This is an optimization exercise on Yosys and OpenROAD, whose aim is small area, a short achievable clock period and few clock cycles per item, not a production implementation. The RTL was checked by simulation tests, not by an equivalence proof against the original design.

## rev 12
## best_fit_block_allocator_core
module best_fit_block_allocator_core #(
  parameter int SLOTS        = bfa_pkg::SLOTS_DEFAULT,
  parameter int ADDRESS_BITS = bfa_pkg::ADDRESS_BITS_DEFAULT
) (
  input  logic                      clk,
  input  logic                      rst,
  input  logic                      cfg_valid,
  output logic                      cfg_ready,
  input  logic [bfa_pkg::CFG_W-1:0] cfg_data,
  input  logic                      in_valid,
  output logic                      in_ready,
  input  logic [37:0]               in_data,
  output logic                      out_valid,
  input  logic                      out_ready,
  output logic [37:0]               out_data
);
  localparam int N = 16;
  logic [16*N-1:0] t_size;
  logic [16*N-1:0] t_start;
  logic [N-1:0] mask;
  logic         w_valid;
  logic         w_load, w_alloc, w_read;
  logic [3:0]   w_slot;
  logic [15:0]  w_ops;
  logic [15:0]  w_opa;
  logic         w_cin;
  logic [15:0]  w_req;     
  logic [N*N-1:0] b;
  logic [N*N-1:0] bt;
  logic [N-1:0] l_oh;
  logic [N-1:0] l_below;
  logic [15:0]  l_size;
  logic [15:0]  l_start;
  logic advance;
  logic go;
  assign advance   = !out_valid || out_ready;
  assign go        = w_valid && advance;
  assign in_ready  = !w_valid || advance;
  assign cfg_ready = 1'b1;
  wire [1:0]  i_mode  = in_data[37:36];
  wire [3:0]  i_slot  = in_data[35:32];
  wire [15:0] i_size  = in_data[31:16];
  wire [15:0] i_start = in_data[15:0];
  always_ff @(posedge clk) begin
    if (rst) begin
      mask <= '0;
    end else if (cfg_valid) begin
      for (int k = 0; k < N; k++) mask[k] <= (5'(k) < cfg_data);
    end
  end
  always_ff @(posedge clk) begin
    if (rst) begin
      w_valid <= 1'b0;
    end else if (in_ready) begin
      w_valid <= in_valid;
    end
  end
  always_ff @(posedge clk) begin
    if (in_ready) begin
  ...
Size: about 5,600 cells after synthesis, ~89 I/O pins.
make LEC_CHECK=0 CAP_MARGIN=20 CORE_MARGIN=2 CORE_UTILIZATION=55 SETUP_SLACK_MARGIN=3.75 SLEW_MARGIN=20 SYNTH_HIERARCHICAL=1 SYNTH_MINIMUM_KEEP_SIZE=0 TNS_END_PERCENT=5 finish   # period 10.0 ns
run.sh (not shown) runs the stock make flow with config.mk's settings and CLKGATE_MAP_FILE= SYNTH_SCRIPT=/design/flow/synth_recipe.tcl, a recipe that flattens the netlist after the stock synthesis.
Testbench counts of rev 12, summed over its fixed seeds: cycles 6,640, items 6,528.
Relative to rev 12, the following input files were edited for rev 13:
Settings: SETUP_SLACK_MARGIN: 3.75 -> 4.5.
Notes after the runs:
- When the final numbers for rev 12 and rev 13 were put side by side, the final critical delay including setup and external delays turned out to be greater in rev 12.
- Global routing usage summed across all routing layers was lower in the run labelled rev 12.
- Against rev 12, routed wire length in rev 13 rose by a few percent.

* * *

## purple
Starting RTL as in the previous note.
make LEC_CHECK=0 CAP_MARGIN=20 CORE_MARGIN=2 CORE_UTILIZATION=50 SETUP_SLACK_MARGIN=3.75 SLEW_MARGIN=20 SYNTH_HIERARCHICAL=1 SYNTH_MINIMUM_KEEP_SIZE=0 TNS_END_PERCENT=5 finish   # period 10.0 ns
Testbench counts of purple, summed over its fixed seeds: cycles 6,640, items 6,528.
Edits applied to the flow inputs when going from purple to orange:
- changing CORE_UTILIZATION from 50 to 55
- changing SETUP_SLACK_MARGIN from 3.75 to 4.0
==> comparison <==
Looking at the reports, orange completed the entire flow and the layout it produced met the timing, DRC and antenna checks. [compare] base=purple new=orange: fraction of area in multi-input gates about even, final wirelength rose about 5.5%, flip-flop and latch count about even, count of maximum capacitance violations about even, number of buffer and inverter instances along the worst setup path rose 2. orange against purple: initial standard-cell utilization of the core picked up an extra 4.8 points, ratio of cells with drive above 1 in the final layout picked up an extra 2.5 points, setup slack of the critical path after layout grew by 140 ps.

* * *

Starting RTL as in the previous note.
clock: 10.0 ns
lec_check: 0
cap_margin: 20
core_margin: 2
core_utilization: 62
setup_slack_margin: 3.75
slew_margin: 20
synth_hierarchical: 1
synth_minimum_keep_size: 0
tns_end_percent: 5
Testbench counts at the start, summed over its fixed seeds: cycles 6,640, items 6,528.
Then changed:
--- a/flow/config.mk
+++ b/flow/config.mk
@@ -10,2 +10,2 @@
-export CORE_UTILIZATION = 62
-export SETUP_SLACK_MARGIN = 3.75
+export CORE_UTILIZATION = 55
+export SETUP_SLACK_MARGIN = 3.5
Outcome: The new run completed with no timing, DRC or antenna violations. Cell area is lower by 2.9%. Setup slack got worse by 0.046 ns. Routed wire length is lower by 4.4%. Die area is higher by 13%.

-- what the ideal ports hide --
The results above use ideal ports. As a check the final layouts listed here were re-extracted and re-timed, cells and wires unchanged.
Step 1 (the two cells are an assumption about what drives the block):
set clk [get_ports {clk}]
set_driving_cell -lib_cell sky130_fd_sc_hd__clkbuf_16 $clk
set_driving_cell -lib_cell sky130_fd_sc_hd__buf_2 [delete_from_list [all_inputs] $clk]
Step 2, shift: input delay + t, output delay - t, t = (earliest + latest rising clock arrival at the registers) / 2. This alone moves slack from input paths to output paths.
Slacks: ideal / step 1 / step 2; pairs: ideal / step 1.
run	shift t [ns]	setup slack, ns	worst hold slack (ns)	worst data-port slew with drivers (ns)
rev 12	0.754	3.651 / 3.651 / 3.651	0.475 / 0.475 / 0.475	0.11
rev 13	0.766	3.738 / 3.738 / 3.738	0.478 / 0.478 / 0.478	0.04
purple	0.757	3.677 / 3.677 / 3.677	0.474 / 0.474 / 0.474	0.07
orange	0.772	3.819 / 3.819 / 3.819	0.477 / 0.477 / 0.477	0.07
the first run of note 3	0.774	3.553 / 3.553 / 3.553	0.477 / 0.477 / 0.477	0.06
the second run of note 3	0.757	3.507 / 3.507 / 3.507	0.472 / 0.472 / 0.472	0.11
After both steps every run listed still meets setup and hold.
